Source: an optimization exercise on an open RTL-to-GDS flow (aim: small area and a short achievable clock period). Production flows keep margins and buffers that such runs may drop.
In this exercise RTL edits were held to simulation tests only and were not proved equivalent to the original.
The flow treats the clock pin as an ideal source. Dropping or thinning the clock tree relies on that and would not hold on a real chip.
Power is estimated from default activity; no workload was simulated.

// matrix_ctrl
module matrix_ctrl (
    input  logic            clk,
    input  logic            rstn,
    input  mcu_pkg::inst_t  inst,
    input  logic            inst_valid,
    input  mcu_pkg::data_t  mem_rd_data_0,
    input  mcu_pkg::data_t  mem_rd_data_1,
    input  mcu_pkg::data_t  mem_rd_data_2,
    input  mcu_pkg::data_t  mem_rd_data_3,
    output mcu_pkg::addr_t  mem_addr_0,
    output mcu_pkg::addr_t  mem_addr_1,
    output mcu_pkg::addr_t  mem_addr_2,
    output mcu_pkg::addr_t  mem_addr_3,
    output logic            mem_wr_en_0,
    output logic            mem_wr_en_1,
    output logic            mem_wr_en_2,
    output logic            mem_wr_en_3,
    output mcu_pkg::data_t  a_data,
    output mcu_pkg::data_t  b_data,
    output mcu_pkg::data_t  c_data,
    output logic            macs_en,
    output logic            macs_signal,
    output logic            finish
);
    localparam logic [3:0] S_IDLE  = 4'd0,
                           S_FETCH = 4'd1,
                           S_D0    = 4'd2,
                           S_D1    = 4'd3,
                           S_D2    = 4'd4,
                           S_D3    = 4'd5,
  ...
Size: about 1,400 cells after synthesis, ~130 flip-flops, ~530 I/O pins.
==> flow/config.mk <==
export PLATFORM = sky130hd
export DESIGN_NAME = matrix_ctrl
export DESIGN_NICKNAME = matrix_ctrl
export VERILOG_FILES = /design/flow/design.v
export SDC_FILE = /design/flow/constraint.sdc
export NUM_CORES = 4
export LEC_CHECK = 0
export CAP_MARGIN = 20
export CORE_MARGIN = 2
export CORE_UTILIZATION = 40
export PLACE_DENSITY = 0.6
export SETUP_SLACK_MARGIN = 0.0
export SLEW_MARGIN = 20
==> flow/constraint.sdc <==
create_clock -name core_clock -period 3.5 [get_ports {clk}]
set_input_delay 0.7000 -clock core_clock [delete_from_list [all_inputs] [get_ports {clk}]]
set_output_delay 0.7000 -clock core_clock [all_outputs]
set_load 0.01 [all_outputs]
standard.sh (not shown) runs the stock make flow with config.mk's settings and CLKGATE_MAP_FILE= SYNTH_SCRIPT=/design/flow/synth_recipe.tcl, a recipe that flattens the netlist after the stock synthesis.
==> flow/flow/run.sh <==
#!/bin/bash
# Standard layout, with the port buffers made of buf_1 cells instead of the
# delay buffers buffer_ports picks by default.
export BUFFER_PORTS_ARGS="-buffer_cell sky130_fd_sc_hd__buf_1"
bash standard.sh > standard.log 2>&1
Change:
Settings changed: SETUP_SLACK_MARGIN 0.0 to 1.2.
What happened: The new run completed with no timing, DRC or antenna violations; utilization rose by 11 points; synthesized area stays the same; design area rose by about 20%; routed wire length rose by 14%; global-route usage rose by 3.2 points; combinational power rose by about 46%.


== v31 ==
Another version of the RTL of matrix_ctrl (not shown whole).
For scale: about 1300 cells after synthesis, ~9400 µm² of cells after synthesis.
export LEC_CHECK = 0
export CAP_MARGIN = 20
export CORE_MARGIN = 2
export CORE_UTILIZATION = 40
export PLACE_DENSITY = 0.8
export SETUP_SLACK_MARGIN = 0.0
export SLEW_MARGIN = 20
create_clock -name core_clock -period 3.5 [get_ports {clk}]
==> flow/flow/run.sh <==
#!/bin/bash
# Standard layout with three changes:
#  * the pins of each data bit are kept together (flow/pins.tcl);
#  * port buffers are buf_1 cells instead of the delay buffers buffer_ports
#    picks by default;
#  * the clock tree is four buf_16 fed by the clock port, each driving two
#    buf_16 that each drive
#    one eighth of the flip-flops (flow/mycts.tcl), in place of
#    the CTS H-tree, followed by the usual post-CTS timing repair.
set -e
here=$(pwd)
export BUFFER_PORTS_ARGS="-buffer_cell sky130_fd_sc_hd__buf_1"
export PRE_IO_PLACEMENT_TCL=$here/flow/pins.tcl
bash standard.sh place > standard_place.log 2>&1
export RES=$here/orfs/results/sky130hd/matrix_ctrl/base
export NROOT=4
export NLEAF=8
export CLKROOT_CELL=sky130_fd_sc_hd__buf_16
export CLKBUF_CELL=sky130_fd_sc_hd__buf_16
export MY_SETUP_MARGIN=${MY_SETUP_MARGIN:-1.25}
export MY_TNS_END=${MY_TNS_END:-100}
openroad -no_init -exit flow/mycts.tcl > mycts.log 2>&1
bash standard.sh finish > standard_finish.log 2>&1
==> flow/flow/mycts.tcl <==
# A shallow clock tree: NROOT buffers fed straight from the clock port, each
# feeding leaf buffers over nearby flip-flops, then the post-CTS timing repair.
set res $::env(RES)
set pdir /OpenROAD-flow-scripts/flow/platforms/sky130hd
read_lef $pdir/lef/sky130_fd_sc_hd.tlef
read_lef $pdir/lef/sky130_fd_sc_hd_merged.lef
read_liberty $pdir/lib/sky130_fd_sc_hd__tt_025C_1v80.lib
read_db $res/3_place.odb
read_sdc $res/3_place.sdc
source $pdir/setRC.tcl
set_dont_use [get_lib_cells {*probe* *lpflow*}]

set block [ord::get_db_block]
set clknet [$block findNet clk]
set sinks {}
foreach it [$clknet getITerms] {
  set inst [$it getInst]
  set bb [$inst getBBox]
  lappend sinks [list [expr {([$bb xMin]+[$bb xMax])/2}] [expr {([$bb yMin]+[$bb yMax])/2}] [$inst getName] [[$it getMTerm] getName]]
}
set n [llength $sinks]
puts "clock sinks: $n"
# recursive bisection of the sinks into NLEAF groups (a power of two),
# cutting each group across its longer side
proc bisect {g depth} {
  if {$depth == 0} { return [list $g] }
  set xs {}; set ys {}
  foreach s $g { lappend xs [lindex $s 0]; lappend ys [lindex $s 1] }
  set xs [lsort -integer $xs]; set ys [lsort -integer $ys]
  set dx [expr {[lindex $xs end] - [lindex $xs 0]}]
  set dy [expr {[lindex $ys end] - [lindex $ys 0]}]
  set idx [expr {$dx >= $dy ? 0 : 1}]
  set srt [lsort -integer -index $idx $g]
  set h [expr {[llength $srt] / 2}]
  return [concat [bisect [lrange $srt 0 [expr {$h-1}]] [expr {$depth-1}]] \
                 [bisect [lrange $srt $h end] [expr {$depth-1}]]]
}
# NROOT buffers fed by the clock port, each over one part of the sinks; with
# NLEAF above NROOT, each root feeds NLEAF/NROOT leaf buffers over sub-parts
proc log2 {n} { return [expr {int(log($n)/log(2) + 0.5)}] }
set root_master [[ord::get_db] findMaster $::env(CLKROOT_CELL)]
set leaf_master [[ord::get_db] findMaster $::env(CLKBUF_CELL)]
proc add_buf {master name innet sinks} {
  global block
  set buf [odb::dbInst_create $block $master $name]
  set net [odb::dbNet_create $block net_$name]
  $net setSigType CLOCK
  [$buf findITerm A] connect $innet
  [$buf findITerm X] connect $net
  set sxs 0; set sys 0
  foreach s $sinks {
    lassign $s x y iname pin
    set it [[$block findInst $iname] findITerm $pin]
    $it disconnect
    $it connect $net
    set sxs [expr {$sxs + $x}]; set sys [expr {$sys + $y}]
  }
  set cx [expr {$sxs / [llength $sinks]}]
  set cy [expr {$sys / [llength $sinks]}]
  $buf setLocation $cx $cy
  $buf setPlacementStatus PLACED
  puts "$name: [llength $sinks] sinks at $cx $cy"
  return [list $net $cx $cy]
}
set nroot $::env(NROOT)
set nleaf $::env(NLEAF)
set k 0
foreach rg [bisect $sinks [log2 $nroot]] {
  if {$nleaf <= $nroot} {
    add_buf $root_master clkbuf_root_$k $clknet $rg
  } else {
    # make the root first with the group's sinks, then move them to leaves
    set r [add_buf $root_master clkbuf_root_$k $clknet $rg]
    set rnet [lindex $r 0]
    set j 0
    foreach lg [bisect $rg [log2 [expr {$nleaf / $nroot}]]] {
      add_buf $leaf_master clkbuf_leaf_${k}_$j $rnet $lg
      incr j
    }
  }
  incr k
}
$clknet setSigType CLOCK
set_propagated_clock [all_clocks]
set_placement_padding -global -left 0 -right 0
detailed_placement
estimate_parasitics -placement
report_clock_min_period
report_worst_slack -max
set rt_args [list -setup_margin $::env(MY_SETUP_MARGIN) -hold_margin 0 -repair_tns $::env(MY_TNS_END) -verbose]
if {[info exists ::env(MY_SEQUENCE)] && $::env(MY_SEQUENCE) != ""} { lappend rt_args -sequence $::env(MY_SEQUENCE) }
repair_timing {*}$rt_args
detailed_placement
check_placement -verbose
estimate_parasitics -placement
report_worst_slack -max
report_worst_slack -min
report_design_area
write_db $res/4_1_cts.odb
file copy -force $res/4_1_cts.odb $res/4_cts.odb
write_sdc $res/4_cts.sdc
Other scripts of this flow, unchanged in this note and not shown: flow/flow/pins.tcl
For v3, these inputs were changed with respect to v31:
diff --git a/flow/flow/run.sh b/flow/flow/run.sh
--- a/flow/flow/run.sh
+++ b/flow/flow/run.sh
@@ -18,5 +18,5 @@
 export CLKROOT_CELL=sky130_fd_sc_hd__buf_16
 export CLKBUF_CELL=sky130_fd_sc_hd__buf_16
-export MY_SETUP_MARGIN=${MY_SETUP_MARGIN:-1.25}
+export MY_SETUP_MARGIN=${MY_SETUP_MARGIN:-1.1}
 export MY_TNS_END=${MY_TNS_END:-100}
 openroad -no_init -exit flow/mycts.tcl > mycts.log 2>&1
diff --git a/flow/config.mk b/flow/config.mk
--- a/flow/config.mk
+++ b/flow/config.mk
@@ -8,6 +8,6 @@
 export CAP_MARGIN = 20
 export CORE_MARGIN = 2
-export CORE_UTILIZATION = 40
-export PLACE_DENSITY = 0.8
+export CORE_UTILIZATION = 50
+export PLACE_DENSITY = 0.65
 export SETUP_SLACK_MARGIN = 0.0
 export SLEW_MARGIN = 20
==> comparison <==
v3: it failed with a tool error in 3_2_place_iop, so there are no final results.
Compared with v31, in v3 post-synth net total comparable; cell area after synthesis shows no meaningful change; number of rows in the core area now sits lower; number of synthesized flops with an enable pin level.
Max initial cell density of the core across v31 and v3: v3
Comparing v31 against v3, there is no change at all in post-synthesis compound-gate area fraction.
Compared with v31, in v3 chip width now sits lower; post-synthesis cell type count saw little to no change.
Edits applied to the flow inputs when going from v3 to v5:
diff --git a/flow/config.mk b/flow/config.mk
--- a/flow/config.mk
+++ b/flow/config.mk
@@ -8,6 +8,6 @@
 export CAP_MARGIN = 20
 export CORE_MARGIN = 2
-export CORE_UTILIZATION = 50
-export PLACE_DENSITY = 0.65
+export CORE_UTILIZATION = 40
+export PLACE_DENSITY = 0.6
 export SETUP_SLACK_MARGIN = 0.0
 export SLEW_MARGIN = 20
==> run notes <==
In summary, v5 completed successfully, with a layout that passed the timing, DRC and antenna checks.
v3 did not make it past 3_2_place_iop, where a tool error ended it.
As far as multiplexer fraction of the synthesized cell area goes, v5 and v3 are indistinguishable; the numbers are identical.
v5 vs. v3: post-synthesis sequential element count about even, post-synthesis cell type count flat, overall die height increased 11%, synthesized-area fraction occupied by xor and xnor cells saw little to no change, share of synthesized area occupied by flip-flops and latches about even.
From v3 to v5, proportion of synthesized flip-flops having asynchronous set or reset did not move at all.
Re number of rows created at floorplan: v5 and v3 aren't equal, and the higher value belongs to v5.
Initial cell density of the core: v5 vs v3 down 10 points
In terms of synthesized cell count, v5 and v3 differ only marginally.
Area fraction in compound gates after synthesis: v3 vs v5 identical
Modified inputs, v58 compared to v5
diff --git a/flow/flow/run.sh b/flow/flow/run.sh
--- a/flow/flow/run.sh
+++ b/flow/flow/run.sh
@@ -18,5 +18,5 @@
 export CLKROOT_CELL=sky130_fd_sc_hd__buf_16
 export CLKBUF_CELL=sky130_fd_sc_hd__buf_16
-export MY_SETUP_MARGIN=${MY_SETUP_MARGIN:-1.1}
+export MY_SETUP_MARGIN=${MY_SETUP_MARGIN:-1.25}
 export MY_TNS_END=${MY_TNS_END:-100}
 openroad -no_init -exit flow/mycts.tcl > mycts.log 2>&1
Findings:
- Between v5 and v58, met3 demand-to-capacity share in global routing is lower for v5, v58 comes in above that.
- v58 vs. v5: first-iteration DRC count rose by 76, minimum clock period fell by 0.10 ns, post-route fraction of the period consumed by the critical path fell by 3.0 points, design area rose by 350 µm², number of global-route vias before repair rose by about 1%.
- v58 has cell depth of the worst setup path below what v5 had.
- The wire length after detailed routing in v58 was higher than what v5 gave.
- Worst-case setup margin in the final layout: v58 vs v5 up 0.10 ns
The clock cells of v31, v5 and v58 come from the design's own scripts or RTL, not from TritonCTS.


matrix_ctrl again, from the RTL that the note above started with.
==> flow/design.v (excerpt) <==
module matrix_ctrl (
    input  logic            clk,
    input  logic            rstn,
    input  mcu_pkg::inst_t  inst,
    input  logic            inst_valid,
    input  mcu_pkg::data_t  mem_rd_data_0,
    input  mcu_pkg::data_t  mem_rd_data_1,
    input  mcu_pkg::data_t  mem_rd_data_2,
    input  mcu_pkg::data_t  mem_rd_data_3,
    output mcu_pkg::addr_t  mem_addr_0,
    output mcu_pkg::addr_t  mem_addr_1,
    output mcu_pkg::addr_t  mem_addr_2,
    output mcu_pkg::addr_t  mem_addr_3,
    output logic            mem_wr_en_0,
    output logic            mem_wr_en_1,
    output logic            mem_wr_en_2,
    output logic            mem_wr_en_3,
    output mcu_pkg::data_t  a_data,
    output mcu_pkg::data_t  b_data,
    output mcu_pkg::data_t  c_data,
    output logic            macs_en,
    output logic            macs_signal,
    output logic            finish
);
==> flow/config.mk <==
export PLATFORM = sky130hd
export DESIGN_NAME = matrix_ctrl
export DESIGN_NICKNAME = matrix_ctrl
export VERILOG_FILES = /design/flow/design.v
export SDC_FILE = /design/flow/constraint.sdc
export NUM_CORES = 4
export LEC_CHECK = 0
export CAP_MARGIN = 20
export CORE_MARGIN = 2
export CORE_UTILIZATION = 40
export PLACE_DENSITY = 0.8
export SETUP_SLACK_MARGIN = 0.0
export SLEW_MARGIN = 20
==> flow/constraint.sdc <==
create_clock -name core_clock -period 3.5 [get_ports {clk}]
set_input_delay 0.7000 -clock core_clock [delete_from_list [all_inputs] [get_ports {clk}]]
set_output_delay 0.7000 -clock core_clock [all_outputs]
set_load 0.01 [all_outputs]
==> flow/flow/run.sh <==
#!/bin/bash
# Standard layout with three changes:
#  * the pins of each data bit are kept together (flow/pins.tcl);
#  * port buffers are buf_1 cells instead of the delay buffers buffer_ports
#    picks by default;
#  * the clock tree is four buf_8 fed by the clock port, each driving two
#    buf_8 that each drive
#    one eighth of the flip-flops (flow/mycts.tcl), in place of
#    the CTS H-tree, followed by the usual post-CTS timing repair.
set -e
here=$(pwd)
export BUFFER_PORTS_ARGS="-buffer_cell sky130_fd_sc_hd__buf_1"
export PRE_IO_PLACEMENT_TCL=$here/flow/pins.tcl
bash standard.sh place > standard_place.log 2>&1
export RES=$here/orfs/results/sky130hd/matrix_ctrl/base
export NROOT=4
export NLEAF=8
export CLKROOT_CELL=sky130_fd_sc_hd__buf_8
export CLKBUF_CELL=sky130_fd_sc_hd__buf_8
export MY_SETUP_MARGIN=${MY_SETUP_MARGIN:-1.25}
export MY_TNS_END=${MY_TNS_END:-100}
openroad -no_init -exit flow/mycts.tcl > mycts.log 2>&1
bash standard.sh finish > standard_finish.log 2>&1
==> flow/flow/pins.tcl <==
# Keep each bit's read-data inputs next to its operand outputs, so that the
# operand multiplexer of each bit sits by its own pins.
for {set i 0} {$i < 64} {incr i} {
  set_io_pin_constraint -group -order -pin_names [list \
    "mem_rd_data_0\[$i\]" "a_data\[$i\]" "mem_rd_data_1\[$i\]" "b_data\[$i\]" \
    "mem_rd_data_2\[$i\]" "c_data\[$i\]" "mem_rd_data_3\[$i\]"]
}
Scripts as last shown in full above: flow/flow/mycts.tcl
Rerun with:
--- a/flow/flow/run.sh
+++ b/flow/flow/run.sh
@@ -6,2 +6,2 @@
-#  * the clock tree is four buf_8 fed by the clock port, each driving two
-#    buf_8 that each drive
+#  * the clock tree is four buf_16 fed by the clock port, each driving two
+#    buf_16 that each drive
@@ -18,2 +18,2 @@
-export CLKROOT_CELL=sky130_fd_sc_hd__buf_8
-export CLKBUF_CELL=sky130_fd_sc_hd__buf_8
+export CLKROOT_CELL=sky130_fd_sc_hd__buf_16
+export CLKBUF_CELL=sky130_fd_sc_hd__buf_16
- ABC_CLOCK_PERIOD_IN_PS: default -> 1500
- PLACE_DENSITY: 0.8 -> 0.6
After rerunning:
- area after synthesis is unchanged
- total power is higher by 5.6%
- register-to-register slack loses 0.06 ns
- die area stays the same
Rerun with:
--- a/flow/flow/pins.tcl
+++ b/flow/flow/pins.tcl
@@ -7,0 +8,6 @@
+# The four port addresses of each bit share their sources (bit j of the a, b
+# and c pointers), so keep them together too.
+for {set j 0} {$j < 12} {incr j} {
+  set_io_pin_constraint -group -order -pin_names [list \
+    "mem_addr_0\[$j\]" "mem_addr_1\[$j\]" "mem_addr_2\[$j\]" "mem_addr_3\[$j\]"]
+}
- ABC_CLOCK_PERIOD_IN_PS: 1500 -> default
- PLACE_DENSITY: 0.6 -> 0.8
Clock skew fell by 0.0079 ns. Routed wire length fell by 5.8%. Cell count fell by 0.87%. Final area fell by 1.2%. Clock power is about the same. First-iteration DRC count rose by 26%. Combinational power fell by 3.2%. Sequential share of layout area rose by 0.35 points. Worst setup slack is worse by 0.11 ns. Hold slack is better by 0.0033 ns.
In every run of this note, the design's own scripts or RTL, not TritonCTS, make the clock network.

[static timing again, ports no longer ideal]
The results above use ideal ports. As a check the final layouts listed here were re-extracted and re-timed, cells and wires unchanged. Step 1 (the two cells are an assumption about what drives the block):
set clk [get_ports {clk}]
set_driving_cell -lib_cell sky130_fd_sc_hd__clkbuf_16 $clk
set_driving_cell -lib_cell sky130_fd_sc_hd__buf_2 [delete_from_list [all_inputs] $clk]
Step 2, shift: input delay + t, output delay - t, t = (earliest + latest rising clock arrival at the registers) / 2. This alone moves slack from input paths to output paths. a / b / c = ideal ports / drivers / drivers and shift; a / b = the first two.
run	t (ns)	slack for setup (ns)	slew at the worst register clock pin (ns)	cell pins on the clock port's net
the first run of note 1	0.469	0.525 / 0.476 / 0.945	0.06 / 0.06	1
the second run of note 1	0.473	0.905 / 0.856 / 1.043	0.06 / 0.06	1
v31	0.341	1.187 / 1.077 / 1.268	0.07 / 0.07	4
v5	0.351	1.092 / 0.975 / 1.208	0.08 / 0.08	4
v58	0.351	1.197 / 1.079 / 1.222	0.07 / 0.07	4
the first run of note 3	0.314	1.133 / 1.043 / 1.276	0.10 / 0.10	4
the second run of note 3	0.351	1.197 / 1.079 / 1.222	0.07 / 0.07	4
the third run of note 3	0.333	1.084 / 0.979 / 1.240	0.07 / 0.07	4
After both steps setup and hold are still met in every run listed.
